Context: an optimization exercise on an open-source flow, tuned for small area, a short achievable clock period and few clock cycles. The choices shown serve that exercise and are no tape-out recipe.
Function was not checked in any run shown here: the RTL went through the layout flow alone.

==> flow/design.v <==
`default_nettype none
package path_geom_pkg;
	typedef logic [8-1:0] coord_t;
	typedef struct packed
	{
		coord_t x;
		coord_t y;
	} node_t;  
	typedef logic [16-1:0] cost_t;  
	typedef struct packed
	{
		node_t start_node;
		node_t goal_node;
	} search_cfg_t;
endpackage
`default_nettype wire
`default_nettype none
package sort_ctrl_pkg;
	typedef logic [$clog2(16)-1:0] list_idx_t;  
	typedef logic [$clog2(16+1)-1:0] list_count_t;  
	typedef enum logic [2:0]
	{
		st_idle,
		st_fetch,
		st_compare,
		st_swap,
		st_advance,
		st_finished
	} sort_state_t;
endpackage
`default_nettype wire
`default_nettype none
`timescale 1ns/1ps
module node_store
(
	input wire logic Clk,
	input wire logic Reset,
	input wire logic clear,
	input wire logic load_valid,
	input wire path_geom_pkg::node_t load_node,
	input wire logic [16-5:0] new_cost,
	input wire sort_ctrl_pkg::list_idx_t rd_index,
	output path_geom_pkg::node_t rd_node
);
	localparam int depth = 16;
	localparam int idx_w = $clog2(16);
	localparam int cnt_w = $clog2(16+1);
	localparam int cost_w = 16-4;
	function automatic logic cost_gt(input logic [cost_w-1:0] a, input logic [cost_w-1:0] b);
		logic g;
		g = 1'b0;
		for (int k = 0; k < cost_w; k++)
			g = (a[k] & ~b[k]) | ((a[k] | ~b[k]) & g);
		cost_gt = g;
	endfunction
	logic [2*8-1:0] nodes [0:depth-1];
	logic [cost_w-1:0] costs [0:depth-1];
	logic [cnt_w-1:0] fill_count;  
	logic [cnt_w-1:0] ranked_count;  
	logic pending;  
	path_geom_pkg::node_t pending_node;
	logic do_append;
	logic [depth:0] after;  
	assign do_append = load_valid && !clear && (fill_count != cnt_w'(depth));
	always_ff @(posedge Clk or posedge Reset)
	begin
		if (Reset)
		begin
			fill_count <= '0;
			ranked_count <= '0;
			pending <= 1'b0;
		end
		else if (clear)
		begin
			fill_count <= '0;  
			ranked_count <= '0;
			pending <= 1'b0;
		end
		else
		begin
			if (do_append)
				fill_count <= fill_count + cnt_w'(1);
			if (pending)
				ranked_count <= ranked_count + cnt_w'(1);
			pending <= do_append;
		end
	end
	always_ff @(posedge Clk)
	begin
		pending_node <= load_node;
	end
	always_comb
	begin
		after[0] = 1'b1;
		for (int i = 0; i < depth; i++)
			after[i+1] = (ranked_count <= cnt_w'(i)) || cost_gt(costs[i], new_cost);  
	end
	always_ff @(posedge Clk)
	begin
		if (pending && after[1])
		begin
			nodes[0] <= pending_node;
			costs[0] <= new_cost;
		end
		for (int i = 1; i < depth; i++)
		begin
			if (pending && after[i+1])
			begin
				nodes[i] <= after[i] ? nodes[i-1] : pending_node;
				costs[i] <= after[i] ? costs[i-1] : new_cost;
			end
		end
	end
	assign rd_node = nodes[rd_index];
endmodule
`default_nettype wire
`default_nettype none
`timescale 1ns/1ps
module octile_cost
(
	input wire logic Clk,
	input wire path_geom_pkg::node_t node,
	input wire path_geom_pkg::search_cfg_t cfg,
	output logic [16-5:0] half_cost
);
	localparam int coord_w = 8;
	localparam int half_w = 16-4;
	logic [coord_w-1:0] dx_s;
	logic [coord_w-1:0] dy_s;
	logic [coord_w-1:0] dx_g;
	logic [coord_w-1:0] dy_g;
	logic [coord_w-1:0] hi_s_q;
	logic [coord_w-1:0] lo_s_q;
	logic [coord_w-1:0] hi_g_q;
	logic [coord_w-1:0] lo_g_q;
	function automatic logic [coord_w-1:0] abs_diff(input logic [coord_w-1:0] a, input logic [coord_w-1:0] b);
		logic [coord_w:0] d_ab;
		logic [coord_w-1:0] d_ba;
		d_ab = {1'b0, a} - {1'b0, b};
		d_ba = b - a;
		abs_diff = d_ab[coord_w] ? d_ba : d_ab[coord_w-1:0];
	endfunction
	always_comb
	begin
		dx_s = abs_diff(node.x, cfg.start_node.x);
		dy_s = abs_diff(node.y, cfg.start_node.y);
		dx_g = abs_diff(node.x, cfg.goal_node.x);
		dy_g = abs_diff(node.y, cfg.goal_node.y);
	end
	always_ff @(posedge Clk)
	begin
		hi_s_q <= (dx_s > dy_s) ? dx_s : dy_s;
		lo_s_q <= (dx_s > dy_s) ? dy_s : dx_s;
		hi_g_q <= (dx_g > dy_g) ? dx_g : dy_g;
		lo_g_q <= (dx_g > dy_g) ? dy_g : dx_g;
	end
	logic [coord_w:0] hi_sum;
	logic [coord_w:0] lo_sum;
	logic [half_w-1:0] csa_a;
	logic [half_w-1:0] csa_b;
	logic [half_w-1:0] csa_c;
	logic [half_w-1:0] csa_s;
	logic [half_w-1:0] csa_k;
	always_comb
	begin
		hi_sum = {1'b0, hi_s_q} + {1'b0, hi_g_q};
		lo_sum = {1'b0, lo_s_q} + {1'b0, lo_g_q};
		csa_a = {1'b0, hi_sum, 2'b00};
		csa_b = {3'b000, hi_sum};
		csa_c = {2'b00, lo_sum, 1'b0};
		csa_s = csa_a ^ csa_b ^ csa_c;
		csa_k = {(csa_a[half_w-2:0] & csa_b[half_w-2:0]) | (csa_a[half_w-2:0] & csa_c[half_w-2:0]) | (csa_b[half_w-2:0] & csa_c[half_w-2:0]), 1'b0};
	end
	assign half_cost = csa_s + csa_k;
endmodule
`default_nettype wire
`default_nettype none
`timescale 1ns/1ps
module bubble_sort_ctrl
(
	input wire logic Clk,
	input wire logic Reset,
	input wire logic start,
	input wire logic clear,
	output logic busy,
	output logic done
);
	always_ff @(posedge Clk or posedge Reset)
	begin
		if (Reset)
			done <= 1'b0;
		else if (clear)
			done <= 1'b0;  
		else if (start)
			done <= 1'b1;  
	end
	assign busy = 1'b0;
endmodule
`default_nettype wire
`default_nettype none
`timescale 1ns/1ps
module open_list_sorter_top
(
	input wire logic Clk,
	input wire logic Reset,
	input wire path_geom_pkg::search_cfg_t cfg,
	input wire logic clear,
	input wire logic load_valid,
	input wire path_geom_pkg::node_t load_node,
	input wire logic start,
	input wire sort_ctrl_pkg::list_idx_t rd_index,
	output path_geom_pkg::node_t rd_node,
	output logic busy,
	output logic done
);
	logic [16-5:0] new_cost;
	octile_cost cost_unit
	(
		.Clk(Clk),
		.node(load_node),
		.cfg(cfg),
		.half_cost(new_cost)
	);
	node_store store
	(
		.Clk(Clk),
		.Reset(Reset),
		.clear(clear),
		.load_valid(load_valid),
		.load_node(load_node),
		.new_cost(new_cost),
		.rd_index(rd_index),
		.rd_node(rd_node)
	);
	bubble_sort_ctrl ctrl
	(
		.Clk(Clk),
		.Reset(Reset),
		.start(start),
		.clear(clear),
		.busy(busy),
		.done(done)
	);
endmodule
`default_nettype wire
==> flow/run.sh <==
#!/bin/bash
# synth_recipe.tcl (not shown) runs the flow's synth.tcl, then flattens the netlist and writes it again
# the make line also repeats each setting of config.mk as NAME=value (left out here)
make -C /OpenROAD-flow-scripts/flow DESIGN_CONFIG=/design/flow/config.mk WORK_HOME=/design/flow/orfs CLKGATE_MAP_FILE= SYNTH_SCRIPT=/design/flow/synth_recipe.tcl finish
==> flow/config.mk <==
export PLATFORM = sky130hd
export DESIGN_NAME = open_list_sorter_top
export DESIGN_NICKNAME = open_list_sorter_top
export VERILOG_FILES = /design/flow/design.v
export SDC_FILE = /design/flow/constraint.sdc
export NUM_CORES = 4
export LEC_CHECK = 0
export CAP_MARGIN = 20
export CORE_MARGIN = 2
export CORE_UTILIZATION = 40
export CTS_BUF_LIST = sky130_fd_sc_hd__clkbuf_16
export CTS_CLUSTER_DIAMETER = 80
export CTS_CLUSTER_SIZE = 28
export SETUP_SLACK_MARGIN = 5
export SLEW_MARGIN = 20
==> flow/constraint.sdc <==
create_clock -name core_clock -period 12.0 [get_ports {Clk}]
set_input_delay 2.4000 -clock core_clock [delete_from_list [all_inputs] [get_ports {Clk}]]
set_output_delay 2.4000 -clock core_clock [all_outputs]
set_load 0.01 [all_outputs]
==> flow_summary.toml, run 1 <==
[clocking]
clock_sinks = 508
clkLatencyLatePin_ns = 0.61
cts_tree = "built"
clockBufferDepth = 3
cts_hold_buffers = 0
root_buffer = "clkbuf_16"
cts_made_buffers = 34
h-tree-depth = 2
path_clk_slew_ns = 0.07

[timing]
skew_ns = 0.0717
setup_viol = 0
relSlewSlack_pct = 14.5
drv_slew = 0
hold_violations = 0
fin_tns_setup_ns = 0
finalCriticalPeriod_ns = 6.94
max_slew.worst_pin.slew_ns = 1.28
rsz0062_at_grt = "yes"
min_period_over_period_pct = 57.8
max_freq_ghz = 0.144

[worst_setup_path]
crit_family = "buffers and inverters"
slowest_delay_ns = 0.48
path_buf_inv = 3
crit_required_ns = 9.60
crit_arrival_ns = 4.54
path_class = "input pin to output pin"
critical_path.cell_chain = "clkdlybuf4s15_2 > nand2b_2 > nor3_2 > buf_4 > a22o_1 > a221oi_1 > nand3_1 > o22a_1 > clkdlybuf4s50_1"
crit_path_end_kind = "output pin"
cp_slowest_cell = "clkdlybuf4s50_1"
reg2reg_setup_slack_ns = 5.33
start_kind = "input pin"
critPathMaxFanout = 16

[floorplan]
die_area_um2 = 77500
chipHeight_um = 278
core_area_um2 = 74400
io_pins = 75
initial_utilization_pct = 40.4
chipWidth_um = 278
rows = 100

[final_layout]
multi_input_area_um2 = 14400
synthToLayoutAreaGrowth_pct = 11.1
drive_above_1_share_pct = 18.8
n_fill_cell = 6742
nets = 2797
seqCellArea_um2 = 14700
fin_area_um2 = 33400
n_antenna_cell = 0

[detailed_routing]
drt-total-wl_um = 92800
vias = 22400
drt_iter0_drc = 2533
drcViolationCount = 0
ant_nets = 0
firstDrtPassIters = 5
vias_per_cell = 6.21
wl_per_cell_um = 25.7

[logic_synthesis]
synth-async-reset-ratio_pct = 2.36
synth_most_common_cell = "edfxtp_1"
synth_compound_area_share_pct = 15.3
avgSynthCellArea_um2 = 11.6
synthMuxAreaShare_pct = 15.0
synth_edf_count = 448
synthCells = 2592
synth_fp_nets = 2775
synthTopCellsByCount = "edfxtp_1 (448), mux2_2 (258), inv_1 (161), nand2_1 (129), a21oi_1 (125)"
yosys.area_share.simple_pct = 7.76
yosysTopAreaCell = "edfxtp_1"
synth_cell_types = 83
synth-adder-area-share_pct = 7.11
ys.flop_type = "edfxtp_1"
synth.cell_area_um2 = 30100
synth-seq-cells = 508
ys_seq_area_share_pct = 48.9
synth-xor-area-share_pct = 1.31
yosysTopAreaCellShare_pct = 44.7
synth_area_leaders = "edfxtp_1 (45%), mux2_2 (9.7%), ha_1 (4.6%), mux2_1 (3.4%), dfxtp_1 (3.2%)"
yosysWarningCount = 5
synth_top_family_by_area = "compound AO/OA/AOI/OAI gates"

[grt]
use_met1_pct = 31.8
use_met3_pct = 3.77
busiest_layer = "met2"
grt_usage_pct = 23.2
grt_overflow = 0
grt_pass1_vias = 21700
grt_antenna_before_repair = 1
grt_pass1_wl_um = 137000
grt_max_degree = 65
grtUsageMet2_pct = 38.2

[place]
post-dp-hpwl_um = 58800
portBuffers = 73
place_area_um2 = 32000
place_congestion = 0.881

[flow_run]
drv_cap = 0

[outcome]
status = "timing/DRC/antenna clean"

[hold_path]
min_path_type = "register to register"
## cell families after synthesis
kind of cell / after synthesis
AO/OA/AOI/OAI: 656
flip-flops: 508
AND/OR/NAND/NOR: 480
multiplexers: 408
buffers and inverters: 326
adder cells (fa/ha/maj): 168
XOR/XNOR: 45
other: 1
## through the flow
stage	utilization, %	hold slack (ns)	cells	worst slack (ns)
6_report	44.9	0.502	3608	5.06
5_1_grt	44.9	0.547	3608	4.99
4_1_cts	44.6	0.510	3598	5.00
3_5_place_dp	43.0	0.490	3534	4.37
3_3_place_gp	42.9	0.483	3532	4.27
2_1_floorplan	-	0.505	2592	5.44
## worst register-to-register path: stages (launching register included)
cell        delay [ns]
dfxtp_1           0.32
ha_1              0.20
fa_1              0.40
a21o_1            0.17
a21oi_1           0.27
o21bai_1          0.11
a21oi_1           0.23
xor2_1            0.13
fa_1              0.54
inv_1             0.04
ha_1              0.34
o21a_1            0.16
a211o_1           0.16
nand3_1           0.48
nand2_1           0.24
buf_6             0.32
clkinvlp_4        0.30
buf_4             0.21
nand2_1           0.10
a21oi_1           0.08
a211oi_1          0.40
o21ai_4           0.07
buf_4             0.34
nor2_4            0.32
buf_6             0.38
## registers in the layout (all words and copies together) (netlist names)
name and cells:
store.nodes 256, store.costs 192, cost_unit.lo_g_q 8, store.ranked_count 5, store.pending_node 16, store.fill_count 5
ctrl.done 1, store.pending 1, cost_unit.hi_g_q 8, cost_unit.hi_s_q 8, cost_unit.lo_s_q 8
## layout by cell type, fill, tap and decap left out, drive strengths merged, types with 17 or more instances in the layout
master         count
a21o              31
a21oi            125
a221oi            28
a22oi            123
a31oi             25
a41oi             20
buf               69
clkbuf            37
clkdlybuf4s50     69
dfxtp             48
edfxtp           448
ha               110
inv              174
maj3              42
mux2             349
mux2i             59
nand2            131
nand2b            35
nand3             37
nand4             68
nor2             117
nor2b             24
nor3              26
o21ai            102
o21bai            20
o22a              17
o22ai             22
xnor2             32
## metal layers
layer | vias to the layer above | part of all wire [%]
met5 | - | 0.014
met3 | 136 | 8.1
li1 | 9971 | -
met1 | 11300 | 42
met2 | 1043 | 47
met4 | 2 | 2.4
## what timing repair did
item | in CTS | in global routing
pin swaps | 2 | 3
endpoints found under the setup margin | 291 | 501
cloned | 2 | 3
resized for setup | 22 | 34
setup buffers | 1 | 6
## final timing paths
kind | start | cells after the start | to
setup / recovery | rd_index[0] | 9 | rd_node[2]
hold / removal | ctrl.done | 2 | ctrl.done
setup reg to reg | cost_unit.lo_s_q[0] | 24 | store.nodes[11][13]
hold reg to reg | ctrl.done | 2 | ctrl.done
max in group asynchronous | Reset | 2 | store.fill_count[1]
min in group asynchronous | Reset | 2 | store.fill_count[0]
## area by class of cell
cell class                 instances  area share [%]
clock inverter                    26           0.935
sequential                       508            44.0
tap                              969            3.62
timing repair buffer             142            3.88
inverter                         165            1.89
clock buffer                      35            2.62
timing repair inverter             2          0.0299
multi-input combinational       1761            43.0
==> inputs of run 2 (changes only) <==
==> flow/flow/run.sh (new file) <==
#!/bin/bash
set -o pipefail
bash standard.sh SETUP_SLACK_MARGIN=5.6 'BUFFER_PORTS_ARGS=-buffer_cell sky130_fd_sc_hd__buf_2' finish > standard.log 2>&1
==> flow/standard.sh (new file) <==
#!/bin/bash
# synth_recipe.tcl (not shown) runs the flow's synth.tcl, then flattens the netlist and writes it again
# the make line also repeats each setting of config.mk as NAME=value (left out here)
make -C /OpenROAD-flow-scripts/flow DESIGN_CONFIG=/design/flow/config.mk WORK_HOME=/design/flow/orfs CLKGATE_MAP_FILE= SYNTH_SCRIPT=/design/flow/synth_recipe.tcl "${@:-finish}"
--- a/flow/config.mk
+++ b/flow/config.mk
@@ -8,8 +8,5 @@
 export CAP_MARGIN = 20
 export CORE_MARGIN = 2
 export CORE_UTILIZATION = 40
-export CTS_BUF_LIST = sky130_fd_sc_hd__clkbuf_16
-export CTS_CLUSTER_DIAMETER = 80
-export CTS_CLUSTER_SIZE = 28
 export SETUP_SLACK_MARGIN = 5
 export SLEW_MARGIN = 20
removed: flow/run.sh
==> run 2 against run 1 <==
Against the previous run:
- largest cell class unchanged
- final cell count rose by 2.3%
- sequential share of layout area down 1.4 points
- cell area increased by 3.2%
- clock skew down 0.030 ns
- first-iteration DRC count down 8.7%
- non-clock buffer count grew 32
- critical path depth stayed put
==> flow_summary.toml, run 2 <==
[floorplan]
io_pins = 75
rows = 100
chipWidth_um = 278
core_area_um2 = 74400
die_area_um2 = 77500
chipHeight_um = 278
initial_utilization_pct = 40.4

[logic_synthesis]
synth.cell_area_um2 = 30100
synth-async-reset-ratio_pct = 2.36
synth_area_leaders = "edfxtp_1 (45%), mux2_2 (9.7%), ha_1 (4.6%), mux2_1 (3.4%), dfxtp_1 (3.2%)"
synth-seq-cells = 508
synth_cell_types = 83
synthTopCellsByCount = "edfxtp_1 (448), mux2_2 (258), inv_1 (161), nand2_1 (129), a21oi_1 (125)"
avgSynthCellArea_um2 = 11.6
synth_edf_count = 448
synth_most_common_cell = "edfxtp_1"
yosysTopAreaCell = "edfxtp_1"
synthCells = 2592
yosysTopAreaCellShare_pct = 44.7
ys.flop_type = "edfxtp_1"
ys_seq_area_share_pct = 48.9
yosysWarningCount = 5
synth_fp_nets = 2775

[place]
post-dp-hpwl_um = 59100
place_area_um2 = 31700
place_ws_ns = 4.50
place_congestion = 0.854
dp.cells = 3533
portBuffers = 73

[worst_setup_path]
crit_start = "rd_index[1]"
start_kind = "input pin"
path_class = "input pin to output pin"
critPathMaxFanout = 16
r2r-start = "cost_unit.hi_s_q[0]"
crit_required_ns = 9.60
crit_path_end_kind = "output pin"
crit_arrival_ns = 3.95

[final_layout]
largest_registers = "store.nodes: 256 flops, store.costs: 192 flops, store.pending_node: 16 flops"
fin_area_um2 = 34500
synthToLayoutAreaGrowth_pct = 14.7
largest_register_ffs = 256
n_fill_cell = 6608
top_register = "store.nodes"
finalNonFillerCells = 3690
multi_input_area_um2 = 14600
nets = 2857
final_common_cell = "edfxtp_1"
final_util_pct = 46.4
seqCellArea_um2 = 14700
mostFrequentLayoutCells = "edfxtp_1 (448), mux2_2 (258), inv_1 (156)"
n_antenna_cell = 0
drive_above_1_share_pct = 23.7

[grt]
grt_usage_pct = 23.7
grt_overflow = 0
grt_pass1_vias = 22100
grt_max_degree = 65
grt_pass1_wl_um = 140000
grt_antenna_before_repair = 0

[timing]
setup_viol = 0
finalCriticalPeriod_ns = 6.35
max_freq_ghz = 0.157
layout_setup_ws_ns = 5.65
min_period_over_period_pct = 52.9
relSlewSlack_pct = 41.3
fin_tns_setup_ns = 0
max_slew.worst_pin.slew_ns = 0.880
hold_violations = 0
rsz0062_at_grt = "no"
skew_ns = 0.0421
drv_slew = 0

[clocking]
root_buffer = "clkbuf_16"
cts_tree = "built"
h-tree-depth = 2
clock_sinks = 508
cts_hold_buffers = 0
path_clk_slew_ns = 0.05
cts_made_buffers = 58
clockBufferDepth = 3
clkLatencyLatePin_ns = 0.65

[hold_path]
min_path_type = "register to register"
holdCritStartpoint = "ctrl.done"

[outcome]
status = "timing/DRC/antenna clean"

[detailed_routing]
vias = 22800
drcViolationCount = 0
drt_iter0_drc = 2312
vias_per_cell = 6.17
drt-total-wl_um = 94400
ant_nets = 0
wl_per_cell_um = 25.6
firstDrtPassIters = 6

[flow_run]
drv_cap = 0
run 2: cell count changes in the layout (fill, tap and decap cells not counted), sizes merged, moves of 2 or more:
cell,before,now
buf,69,172
bufinv,1,4
clkbuf,37,86
clkdlybuf4s15,2,0
clkdlybuf4s50,69,0
clkinv,11,19
inv,174,162
nand2,131,133
nor2,117,119
run 2: critical path, cell delays in order:
cell	delay (ns)
buf_4	0.15
nand2b_2	0.19
nor2_1	0.06
buf_6	0.18
a22o_1	0.28
a221oi_1	0.22
nand3_1	0.10
o22a_1	0.20
buf_2	0.15
run 2: stage by stage:
stage,hold slack (ns)
2_1_floorplan,0.505
3_5_place_dp,0.485
5_1_grt,0.544
3_3_place_gp,0.473
6_report,0.489
4_1_cts,0.497
run 2: area by class of cell:
type                            count  share of cell area [%]
Clock inverter                     23                   0.732
Inverter                          165                    1.85
Timing Repair inverter              3                  0.0507
Timing Repair Buffer              174                    4.26
Multi-Input combinational cell   1764                    42.4
Clock buffer                       84                    4.61
Sequential cell                   508                    42.6
Tap cell                          969                    3.51
run 2: worst paths after layout:
path	cells past startpoint	slack (ns)	to
max in group asynchronous	2	9.88	store.fill_count[0]
worst max-delay path	9	5.65	rd_node[5]
worst min-delay path	2	0.49	ctrl.done
worst min register to register	2	0.49	ctrl.done
min in group asynchronous	2	1.79	store.ranked_count[4]
worst max register to register	20	5.87	store.nodes[13][13]
run 2: layer usage:
metal	share of wire, %	routed length [um]	up-vias	GRT usage (%)
met5	0	0	-	0
met1	41	39100	11500	31.6
met4	3.3	3110	0	8.21
li1	-	-	10100	-
met3	8.1	7680	173	4.30
met2	47	44400	1040	38.9
run 2: cells by family after synthesis:
group	synth area share (%)
compound gates	15.3
xor+xnor	1.31
fa+ha+maj	7.11
buf+inv	4.57
flops	48.9
mux	15.0
other cells	0.0125
simple gates	7.76
run 2: what timing repair did:
action	CTS	global route
setup endpoints to repair	745	840
pin swaps	14	16
gates cloned	8	1
gates resized for setup	55	83
buffers inserted	21	20
==> inputs of run 3 (changes only) <==
--- a/flow/design.v
+++ b/flow/design.v
@@ -54,7 +54,7 @@
 		cost_gt = g;
 	endfunction
 	logic [2*8-1:0] nodes [0:depth-1];
-	logic [cost_w-1:0] costs [0:depth-1];
+	logic [cost_w-1:0] costs [0:depth-2];
 	logic [cnt_w-1:0] fill_count;  
 	logic [cnt_w-1:0] ranked_count;  
 	logic pending;  
@@ -92,8 +92,9 @@
 	always_comb
 	begin
 		after[0] = 1'b1;
-		for (int i = 0; i < depth; i++)
+		for (int i = 0; i < depth-1; i++)
 			after[i+1] = (ranked_count <= cnt_w'(i)) || cost_gt(costs[i], new_cost);  
+		after[depth] = 1'b1;
 	end
 	always_ff @(posedge Clk)
 	begin
@@ -102,7 +103,7 @@
 			nodes[0] <= pending_node;
 			costs[0] <= new_cost;
 		end
-		for (int i = 1; i < depth; i++)
+		for (int i = 1; i < depth-1; i++)
 		begin
 			if (pending && after[i+1])
 			begin
@@ -110,6 +111,8 @@
 				costs[i] <= after[i] ? costs[i-1] : new_cost;
 			end
 		end
+		if (pending)
+			nodes[depth-1] <= after[depth-1] ? nodes[depth-2] : pending_node;
 	end
 	assign rd_node = nodes[rd_index];
 endmodule
--- a/flow/config.mk
+++ b/flow/config.mk
@@ -8,5 +8,8 @@
 export CAP_MARGIN = 20
 export CORE_MARGIN = 2
 export CORE_UTILIZATION = 40
+export CTS_BUF_LIST = sky130_fd_sc_hd__clkbuf_16
+export CTS_CLUSTER_DIAMETER = 80
+export CTS_CLUSTER_SIZE = 28
 export SETUP_SLACK_MARGIN = 5
 export SLEW_MARGIN = 20
==> run 3 against run 2 <==
Against the previous run:
- via count rose by 1.4%
- critical path depth increased by 1
- critical path type unchanged
==> flow_summary.toml, run 3 <==
[final_layout]
finalNonFillerCells = 3605
drive_above_1_share_pct = 20.9
final_common_cell = "edfxtp_1"
top_register = "store.nodes"
synthToLayoutAreaGrowth_pct = 12.3
nets = 2794
mostFrequentLayoutCells = "edfxtp_1 (436), mux2_2 (158), inv_1 (143)"
largest_register_ffs = 256
largest_registers = "store.nodes: 256 flops, store.costs: 180 flops, store.pending_node: 16 flops"
n_fill_cell = 6701

[detailed_routing]
drt-total-wl_um = 98700
wl_per_cell_um = 27.4
ant_nets = 0
drt_iter0_drc = 2610
firstDrtPassIters = 8
vias_per_cell = 6.40
drcViolationCount = 0
vias = 23100

[timing]
hold_violations = 0
fin_hold_ws_ns = 0.520
drv_slew = 0
min_period_over_period_pct = 53.3
rsz0062_at_grt = "no"
relSlewSlack_pct = 19.4
max_freq_ghz = 0.156
setup_viol = 0
fin_tns_setup_ns = 0
max_slew.worst_pin.slew_ns = 1.21
finalCriticalPeriod_ns = 6.40
skew_ns = 0.0652

[clocking]
clkLatencyLatePin_ns = 0.66
root_buffer = "clkbuf_16"
clockBufferDepth = 3
cts_hold_buffers = 0
cts_made_buffers = 30
cts_tree = "built"
clock_sinks = 496
h-tree-depth = 1
path_clk_slew_ns = 0.09

[worst_setup_path]
cp_slowest_cell = "o22a_2"
start_kind = "input pin"
slowest_delay_ns = 0.23
crit_required_ns = 9.60
crit_path_end_kind = "output pin"
critical_path.cell_chain = "buf_6 > nand2b_4 > buf_4 > nor3_4 > buf_4 > buf_16 > a22oi_1 > nand4_1 > o22a_2 > buf_2"
critPathMaxFanout = 9
path_class = "input pin to output pin"
cp_common_cell = "buf_4"
crit_arrival_ns = 4.00

[grt]
grt_pass1_wl_um = 145000
grt_usage_pct = 24.7
grt_max_degree = 48
grt_antenna_before_repair = 1
grt_overflow = 0
grt_pass1_vias = 22400

[place]
dp.cells = 3474
portBuffers = 73
place_congestion = 0.864
post-dp-hpwl_um = 61900

[logic_synthesis]
yosysWarningCount = 5
synthTopCellsByCount = "edfxtp_1 (436), mux2_2 (158), inv_1 (146), a221o_1 (130), ha_1 (110)"
synth_cell_types = 98
avgSynthCellArea_um2 = 11.8
yosysTopAreaCell = "edfxtp_1"
synth-seq-cells = 496
synth_fp_nets = 2738
synth_edf_count = 436
yosysTopAreaCellShare_pct = 43.5
synthCells = 2555
synth-async-reset-ratio_pct = 2.42
synth_area_leaders = "edfxtp_1 (44%), mux2_2 (5.9%), ha_1 (4.6%), a221o_1 (4.3%), dfxtp_1 (3.2%)"
synth_most_common_cell = "edfxtp_1"
ys.flop_type = "edfxtp_1"
ys_seq_area_share_pct = 47.7
synth.cell_area_um2 = 30100

[floorplan]
rows = 100
chipHeight_um = 278
chipWidth_um = 278
core_area_um2 = 74400
io_pins = 75
initial_utilization_pct = 40.4
die_area_um2 = 77500

[hold_path]
min_path_type = "register to register"

[flow_run]
drv_cap = 0

[outcome]
status = "timing/DRC/antenna clean"
## run 3: changes by cell type in the layout (fill, tap and decap cells not counted), sizes merged, moves of 38 or more
cell	previous run	this run
a221o	2	130
a22o	12	101
buf	172	210
clkbuf	86	34
mux2	349	240
nand2	133	89
nand4	68	23
## run 3: worst paths after layout
kind	to	from	slack, ns	cells past startpoint
max	rd_node[3]	rd_index[1]	5.60	10
min reg2reg	ctrl.done	ctrl.done	0.52	2
min in group asynchronous	store.ranked_count[3]	Reset	1.78	2
max reg2reg	store.nodes[1][2]	cost_unit.lo_g_q[0]	5.86	21
min	ctrl.done	ctrl.done	0.52	2
max in group asynchronous	store.pending	Reset	9.89	2
## run 3: cell type report
class / instances / area [um^2] / area share [%]
inverter: 151 / 591 / 1.75
timing repair buffer: 212 / 1880 / 5.58
multi-input combinational: 1720 / 14600 / 43.3
antenna: 1 / 2.50 / 0.00741
tap: 969 / 1210 / 3.59
clock buffer: 32 / 801 / 2.37
clock inverter: 24 / 299 / 0.885
sequential: 496 / 14400 / 42.5
## run 3: routing by layer
layer | vias up | track usage, % | share of wire (%)
met5 | - | 0 | 0
met4 | 0 | 9.91 | 4.5
met3 | 261 | 4.00 | 9.6
met2 | 1277 | 39.7 | 45
met1 | 11400 | 33.2 | 41
li1 | 10100 | - | -
## run 3: metrics by stage
step | setup WS, ns | utilization, % | area, um^2
6_report | 5.60 | 45.4 | 33800
5_1_grt | 5.59 | 45.4 | 33800
4_1_cts | 5.51 | 44.5 | 33100
3_5_place_dp | 4.56 | 42.2 | 31400
3_3_place_gp | 4.66 | 42.1 | 31300
2_1_floorplan | 5.68 | - | 30100
## run 3: cells by family (layout without fill, tap and decap cells)
family / after synthesis / count (layout) / synth area share (%)
AO/OA/AOI/OAI: 803 / 803 / 21.2
flip-flops: 496 / 496 / 47.7
AND/OR/NAND/NOR: 407 / 412 / 6.75
buffers and inverters: 344 / 419 / 5.24
multiplexers: 302 / 302 / 11.0
adder cells (fa/ha/maj): 152 / 152 / 6.51
XOR/XNOR: 50 / 50 / 1.53
other: 1 / 2 / 0.0125
## run 3: what timing repair did
| action | in CTS | in global routing |
|---|---|---|
| endpoints found under the hold margin | 0 | 0 |
| gates resized for setup | 76 | 74 |
| pin swaps | 4 | 12 |
| cloned | 4 | 1 |
| endpoints found under the setup margin | 524 | 737 |
| setup buffers | 19 | 50 |
## run 3: worst max-delay path: cells and delay by family
| family | cells | cell delay, ns |
|---|---|---|
| buffers and inverters | 5 | 0.77 |
| AND/OR/NAND/NOR | 3 | 0.51 |
| AO/OA/AOI/OAI | 2 | 0.30 |
==> inputs of run 4 (changes only) <==
==> flow/flow/run.sh (replaced) <==
#!/bin/bash
set -o pipefail
bash standard.sh SETUP_SLACK_MARGIN=5.6 finish > standard.log 2>&1
==> run 4 against run 3 <==
Against the previous run:
- routed wire length rose by 1.6%
- non-clock buffer count rose by 13
- hold slack got worse by 0.013 ns
- setup slack improved by 0.017 ns
- final cell count rose by 0.53%
- critical path depth did not move
==> flow_summary.toml, run 4 <==
[worst_setup_path]
start_kind = "input pin"
crit_arrival_ns = 3.98
path_buf_inv = 5
path_class = "input pin to output pin"
critical_path.cell_chain = "buf_8 > nand2b_4 > buf_4 > nor3_4 > buf_4 > buf_12 > a22oi_1 > nand4_1 > o22a_1 > dlygate4sd2_1"
critPathMaxFanout = 8
crit_family = "buffers and inverters"
cp_slowest_cell = "dlygate4sd2_1"
slowest_delay_ns = 0.27
crit_required_ns = 9.60
crit_path_end_kind = "output pin"
cp_common_cell = "buf_4"

[logic_synthesis]
yosysTopAreaCellShare_pct = 43.5
synth_top_family_by_area = "compound AO/OA/AOI/OAI gates"
yosysWarningCount = 5
synth_area_leaders = "edfxtp_1 (44%), mux2_2 (5.9%), ha_1 (4.6%), a221o_1 (4.3%), dfxtp_1 (3.2%)"
synthCells = 2555
synth-async-reset-ratio_pct = 2.42
synth_edf_count = 436
yosys.area_share.simple_pct = 6.75
synth-seq-cells = 496
synth_compound_area_share_pct = 21.2
synth_most_common_cell = "edfxtp_1"
synth.cell_area_um2 = 30100
synth-xor-area-share_pct = 1.53
yosysTopAreaCell = "edfxtp_1"
avgSynthCellArea_um2 = 11.8
synth_cell_types = 98
synthTopCellsByCount = "edfxtp_1 (436), mux2_2 (158), inv_1 (146), a221o_1 (130), ha_1 (110)"
synth_fp_nets = 2738
ys.flop_type = "edfxtp_1"
synthMuxAreaShare_pct = 11.0
ys_seq_area_share_pct = 47.7
synth-adder-area-share_pct = 6.51

[detailed_routing]
firstDrtPassIters = 5
vias = 23300
drcViolationCount = 0
vias_per_cell = 6.43
drt-total-wl_um = 100000
drt_iter0_drc = 2821
wl_per_cell_um = 27.7
ant_nets = 0

[final_layout]
n_antenna_cell = 0
synthToLayoutAreaGrowth_pct = 14.4
drive_above_1_share_pct = 19.8
final_common_cell = "edfxtp_1"
largest_registers = "store.nodes: 256 flops, store.costs: 180 flops, store.pending_node: 16 flops"
largest_register_ffs = 256
finalNonFillerCells = 3624
nets = 2813
top_register = "store.nodes"
mostFrequentLayoutCells = "edfxtp_1 (436), mux2_2 (158), inv_1 (143)"

[floorplan]
rows = 100
initial_utilization_pct = 40.4
chipWidth_um = 278
chipHeight_um = 278
io_pins = 75
core_area_um2 = 74400
die_area_um2 = 77500

[timing]
relSlewSlack_pct = 27.4
fin_tns_setup_ns = 0
skew_ns = 0.0589
min_period_over_period_pct = 53.2
setup_viol = 0
rsz0062_at_grt = "yes"
max_slew.worst_pin.slew_ns = 1.09
finalCriticalPeriod_ns = 6.38
layout_setup_ws_ns = 5.62
max_freq_ghz = 0.157
drv_slew = 0
hold_violations = 0

[grt]
grt_overflow = 0
grt_usage_pct = 24.6
grt_pass1_vias = 22400
grt_max_degree = 48
grt_antenna_before_repair = 1
grt_pass1_wl_um = 144000

[hold_path]
min_path_type = "register to register"

[place]
portBuffers = 73
post-dp-hpwl_um = 60100
dp.cells = 3474
place_ws_ns = 4.17
place_congestion = 0.866

[clocking]
root_buffer = "clkbuf_16"
clkLatencyLatePin_ns = 0.61
path_clk_slew_ns = 0.08
h-tree-depth = 2
clockBufferDepth = 3
cts_tree = "built"
clock_sinks = 496
cts_hold_buffers = 0
cts_made_buffers = 34

[flow_run]
drv_cap = 0

[outcome]
status = "timing/DRC/antenna clean"
run 4: cell counts after synthesis:
Identical to the previous run, type by type.
run 4: worst register-to-register path, stage by stage, from the launching register on:
cell,delay (ns)
dfxtp_1,0.34
ha_1,0.27
a21o_1,0.18
a21oi_1,0.21
o21bai_1,0.10
a21oi_1,0.26
o21bai_1,0.10
a21oi_1,0.18
xnor2_1,0.18
inv_1,0.09
fa_1,0.50
inv_1,0.04
ha_1,0.36
nor3_1,0.22
o21ai_0,0.15
o211ai_2,0.11
buf_6,0.33
nor2_1,0.11
a2111oi_0,0.49
a2111oi_0,0.17
a211oi_1,0.41
a221o_1,0.23
a21oi_4,0.07
buf_6,0.27
nor2b_4,0.25
buf_12,0.22
run 4: what timing repair did:
action	CTS	global route
setup buffers	43	38
hold endpoints to repair	0	0
cloned	3	5
setup endpoints to repair	761	704
pin swaps	12	30
gates resized for setup	131	98
run 4: through the flow:
step	hold WS, ns	util (%)	instance area, um^2
final	0.507	46.3	34400
after CTS	0.514	45.2	33600
after global routing	0.550	46.3	34400
after global placement	0.479	42.6	31700
after detailed placement	0.495	42.6	31700
after floorplan	0.426	-	30100
run 4: cell families after synthesis:
logic type / after synthesis
adders and majority gates: 152
buffers and inverters: 344
DFF: 496
other: 1
xor gates and xnor gates: 50
muxes: 302
AOI/OAI and AO/OA: 803
and+or+nand+nor: 407
run 4: worst paths after layout:
kind	from	end	slack (ns)	cells after the start
setup reg to reg	cost_unit.hi_s_q[1]	store.nodes[5][14]	5.83	25
hold / removal	ctrl.done	ctrl.done	0.51	2
hold reg to reg	ctrl.done	ctrl.done	0.51	2
min in group asynchronous	Reset	store.fill_count[0]	2.12	2
setup / recovery	rd_index[2]	rd_node[7]	5.62	10
max in group asynchronous	Reset	store.pending	9.54	2
run 4: area by class of cell:
class	instances	area [um^2]
flip-flops and latches	496	14400
clock buffers	35	876
clock inverters	26	307
repair inverters	1	5.00
fillers	6640	40000
multi-input cells	1721	14800
inverters	151	589
well taps	969	1210
repair buffers	225	2300
run 4: metal layers:
layer,part of all wire (%),up-vias,track usage (%)
met3,9.3,245,4.11
met1,41,11600,33.1
li1,-,10200,-
met4,4.5,0,9.66
met2,45,1293,39.7
met5,0,-,0
==> inputs of run 5 (changes only) <==
--- a/flow/design.v
+++ b/flow/design.v
@@ -54,13 +54,18 @@
 		cost_gt = g;
 	endfunction
 	logic [2*8-1:0] nodes [0:depth-1];
-	logic [cost_w-1:0] costs [0:depth-2];
+	logic [cost_w-1:0] costs [0:depth-1];
+	logic [idx_w-1:0] ranks [0:depth-1];
 	logic [cnt_w-1:0] fill_count;  
 	logic [cnt_w-1:0] ranked_count;  
 	logic pending;  
-	path_geom_pkg::node_t pending_node;
 	logic do_append;
-	logic [depth:0] after;  
+	logic [depth-1:0] valid;
+	logic [depth-1:0] above;  
+	logic [depth-1:0] not_above;  
+	logic [idx_w-1:0] new_rank;
+	logic [2:0] group_count [0:depth/4-1];
+	logic [3:0] pair_count [0:1];
 	assign do_append = load_valid && !clear && (fill_count != cnt_w'(depth));
 	always_ff @(posedge Clk or posedge Reset)
 	begin
@@ -85,36 +90,42 @@
 			pending <= do_append;
 		end
 	end
+	always_comb
+	begin
+		for (int i = 0; i < depth; i++)
+		begin
+			valid[i] = (ranked_count > cnt_w'(i));
+			above[i] = valid[i] && cost_gt(costs[i], new_cost);  
+			not_above[i] = valid[i] && !cost_gt(costs[i], new_cost);
+		end
+		for (int k = 0; k < depth/4; k++)
+			group_count[k] = 3'(not_above[4*k]) + 3'(not_above[4*k+1]) + 3'(not_above[4*k+2]) + 3'(not_above[4*k+3]);
+		pair_count[0] = 4'(group_count[0]) + 4'(group_count[1]);
+		pair_count[1] = 4'(group_count[2]) + 4'(group_count[3]);
+		new_rank = pair_count[0] + pair_count[1];
+	end
 	always_ff @(posedge Clk)
 	begin
-		pending_node <= load_node;
-	end
-	always_comb
-	begin
-		after[0] = 1'b1;
-		for (int i = 0; i < depth-1; i++)
-			after[i+1] = (ranked_count <= cnt_w'(i)) || cost_gt(costs[i], new_cost);  
-		after[depth] = 1'b1;
-	end
-	always_ff @(posedge Clk)
-	begin
-		if (pending && after[1])
-		begin
-			nodes[0] <= pending_node;
-			costs[0] <= new_cost;
-		end
-		for (int i = 1; i < depth-1; i++)
-		begin
-			if (pending && after[i+1])
+		for (int i = 0; i < depth; i++)
+		begin
+			if (do_append && fill_count[idx_w-1:0] == idx_w'(i))
+				nodes[i] <= load_node;
+			if (pending && ranked_count[idx_w-1:0] == idx_w'(i))
 			begin
-				nodes[i] <= after[i] ? nodes[i-1] : pending_node;
-				costs[i] <= after[i] ? costs[i-1] : new_cost;
+				costs[i] <= new_cost;
+				ranks[i] <= new_rank;
 			end
-		end
-		if (pending)
-			nodes[depth-1] <= after[depth-1] ? nodes[depth-2] : pending_node;
-	end
-	assign rd_node = nodes[rd_index];
+			else if (pending && above[i])
+				ranks[i] <= ranks[i] + idx_w'(1);
+		end
+	end
+	always_comb
+	begin
+		rd_node = '0;
+		for (int i = 0; i < depth; i++)
+			if (valid[i] && ranks[i] == rd_index)
+				rd_node = rd_node | nodes[i];
+	end
 endmodule
 `default_nettype wire
 `default_nettype none
==> flow/run.sh (new file) <==
#!/bin/bash
# synth_recipe.tcl (not shown) runs the flow's synth.tcl, then flattens the netlist and writes it again
# the make line also repeats each setting of config.mk as NAME=value (left out here)
make -C /OpenROAD-flow-scripts/flow DESIGN_CONFIG=/design/flow/config.mk WORK_HOME=/design/flow/orfs CLKGATE_MAP_FILE= SYNTH_SCRIPT=/design/flow/synth_recipe.tcl finish
--- a/flow/config.mk
+++ b/flow/config.mk
@@ -8,8 +8,5 @@
 export CAP_MARGIN = 20
 export CORE_MARGIN = 2
 export CORE_UTILIZATION = 40
-export CTS_BUF_LIST = sky130_fd_sc_hd__clkbuf_16
-export CTS_CLUSTER_DIAMETER = 80
-export CTS_CLUSTER_SIZE = 28
 export SETUP_SLACK_MARGIN = 5
 export SLEW_MARGIN = 20
removed: flow/flow/run.sh
removed: flow/standard.sh
==> run 5 against run 4 <==
Against the previous run:
- via count fell by 14%
==> flow_summary.toml, run 5 <==
[grt]
grt_antenna_before_repair = 0
grt_pass1_vias = 19400
grt_overflow = 0
grt_usage_pct = 20.0
grt_pass1_wl_um = 113000
grt_max_degree = 41

[hold_path]
holdCritStartpoint = "ctrl.done"
min_path_type = "register to register"

[clocking]
cts_made_buffers = 57
clock_sinks = 556
path_clk_slew_ns = 0.06
clockBufferDepth = 3
h-tree-depth = 2
clkLatencyLatePin_ns = 0.64
cts_tree = "built"
root_buffer = "clkbuf_16"

[detailed_routing]
drt_iter0_drc = 1953
vias_per_cell = 5.61
ant_nets = 0
drcViolationCount = 0
wl_per_cell_um = 21.5
vias = 19900
firstDrtPassIters = 5
drt-total-wl_um = 76400

[logic_synthesis]
synth-async-reset-ratio_pct = 2.16
synth_cell_types = 76
synth_fp_nets = 2538
ys.flop_type = "edfxtp_1"
yosysTopAreaCell = "edfxtp_1"
yosysWarningCount = 8
synthTopCellsByCount = "edfxtp_1 (512), nand2_1 (200), inv_1 (164), ha_1 (139), nor2_1 (127)"
synth_edf_count = 512
synth_most_common_cell = "edfxtp_1"
synthCells = 2316
ys_seq_area_share_pct = 57.5
synth-seq-cells = 556
synth.cell_area_um2 = 28400
avgSynthCellArea_um2 = 12.2
synth_area_leaders = "edfxtp_1 (54%), ha_1 (6.1%), xnor2_1 (3.3%), nand2_1 (2.6%), dfxtp_1 (2.3%)"
yosysTopAreaCellShare_pct = 54.2

[worst_setup_path]
cp_slowest_cell = "fa_1"
start_kind = "register"
r2r-start = "cost_unit.hi_s_q[0]"
crit_path_end_kind = "register"
slowest_delay_ns = 0.55
crit_arrival_ns = 8.23
critPathMaxFanout = 16
crit_required_ns = 12.33
path_class = "register to register"
crit_start = "cost_unit.hi_s_q[0]"
cp_common_cell = "fa_2"

[timing]
skew_ns = 0.0393
rsz0062_at_grt = "yes"
max_slew.worst_pin.slew_ns = 1.14
relSlewSlack_pct = 23.6
fin_tns_setup_ns = 0
min_period_over_period_pct = 65.9
finalCriticalPeriod_ns = 7.90
fin_hold_ws_ns = 0.494
setup_viol = 0
max_freq_ghz = 0.127
hold_violations = 0
drv_slew = 0

[final_layout]
top_register = "store.nodes"
mostFrequentLayoutCells = "edfxtp_1 (512), nand2_1 (176), inv_1 (152)"
final_common_cell = "edfxtp_1"
largest_register_ffs = 256
synthToLayoutAreaGrowth_pct = 23.3
drive_above_1_share_pct = 20.7
n_antenna_cell = 0
largest_registers = "store.nodes: 256 flops, store.costs: 192 flops, store.ranks: 64 flops"
nets = 2788
n_fill_cell = 6127

[floorplan]
core_area_um2 = 70100
chipHeight_um = 270
die_area_um2 = 73000
io_pins = 75
rows = 97
chipWidth_um = 270
initial_utilization_pct = 40.4

[flow_run]
drv_cap = 0

[outcome]
status = "timing/DRC/antenna clean"

[place]
post-dp-hpwl_um = 46500
place_congestion = 0.869
portBuffers = 73
## run 5: cell count changes after synthesis, sizes merged, moves of 76 or more
cell and change:
a221o -127, edfxtp +76, nand2 +112, a22o -81, xnor2 +81, mux2 -218
## run 5: cells by family after synthesis
kind of cell | count (synthesis) | share of synthesized area (%)
simple gates | 571 | 9.46
flops | 556 | 57.5
compound gates | 509 | 12.9
buf+inv | 258 | 3.53
fa+ha+maj | 216 | 9.83
xor+xnor | 141 | 4.38
mux | 64 | 2.36
other cells | 1 | 0.0132
## run 5: per-stage QoR
step | util, % | cell area, um^2 | cells | setup slack [ns]
CTS | 48.4 | 33900 | 3512 | 4.07
global route | 49.8 | 35000 | 3552 | 3.84
detailed placement | 43.5 | 30500 | 3300 | 2.87
finish | 49.8 | 35000 | 3552 | 4.10
floorplan | - | 28500 | 2316 | 4.46
global placement | 43.5 | 30500 | 3300 | 3.05
## run 5: what timing repair did
action                     in CTS  in global routing
gates resized for setup       168                161
cloned                         14                  8
setup buffers                  93                 32
hold buffers                    0                  0
setup endpoints to repair     112                112
pin swaps                      24                 60
## run 5: cell type report
class                           instances  area (um^2)  area share [%]
Multi-Input combinational cell       1505        12100            34.6
Tap cell                              940         1180            3.36
Clock inverter                         33          308           0.880
Inverter                              169          671            1.92
Timing Repair inverter                  5         26.3          0.0752
Sequential cell                       556        16300            46.7
Clock buffer                           72         1510            4.33
Timing Repair Buffer                  272         2830            8.10
## run 5: critical path, delay by kind of cell (launching register included)
| family | cells | cell delay, ns |
|---|---|---|
| AND/OR/NAND/NOR | 2 | 0.18 |
| AO/OA/AOI/OAI | 5 | 0.87 |
| flip-flops | 1 | 0.32 |
| XOR/XNOR | 4 | 0.71 |
| buffers and inverters | 6 | 0.89 |
| adder cells (fa/ha/maj) | 14 | 4.62 |
## run 5: worst paths after layout
path,endpoint,slack (ns),cells after the start
max,store.ranks[15][3],4.10,31
min,ctrl.done,0.49,2
max reg2reg,store.ranks[15][3],4.10,31
min reg2reg,ctrl.done,0.49,2
max in group asynchronous,store.ranked_count[4],9.50,2
min in group asynchronous,store.pending,2.11,2
## run 5: routing by layer
metal	vias up	GRT usage [%]	share of wire, %
met5	-	0	0
met4	0	5.90	2.5
met3	119	2.57	5.9
met2	663	33.7	48
met1	9970	26.9	43
li1	9175	-	-

[static timing again, ports no longer ideal]
The flow's constraints put no driver on any port. The routed layouts listed below were extracted and timed again, unchanged, in two steps. Step 1: set_driving_cell puts a clkbuf_16 on Clk and a buf_2 on each other input, an assumption about the parent block. Step 2, shift: input delay + t, output delay - t, t = (earliest + latest rising clock arrival at the registers) / 2. This alone moves slack from input paths to output paths. Slacks: no drivers / after step 1 / after step 2; pairs: no drivers / after step 1.
| run | t, ns | setup slack, ns | hold WS [ns] | worst slew at a driven data input, ns |
|---|---|---|---|---|
| run 1 | 0.633 | 5.063 / 5.038 / 4.675 | 0.502 / 0.502 / 0.502 | 0.05 |
| run 2 | 0.694 | 5.646 / 5.616 / 5.138 | 0.489 / 0.489 / 0.489 | 0.05 |
| run 3 | 0.692 | 5.605 / 5.571 / 5.154 | 0.520 / 0.520 / 0.520 | 0.07 |
| run 4 | 0.640 | 5.621 / 5.568 / 5.118 | 0.507 / 0.507 / 0.507 | 0.07 |
| run 5 | 0.683 | 4.098 / 4.098 / 4.098 | 0.494 / 0.494 / 0.494 | 0.06 |
After both steps setup and hold are still met in every run listed. The setup slack of run 2, which loses most, moves by -0.030 ns with the drivers and by -0.508 ns with both steps.
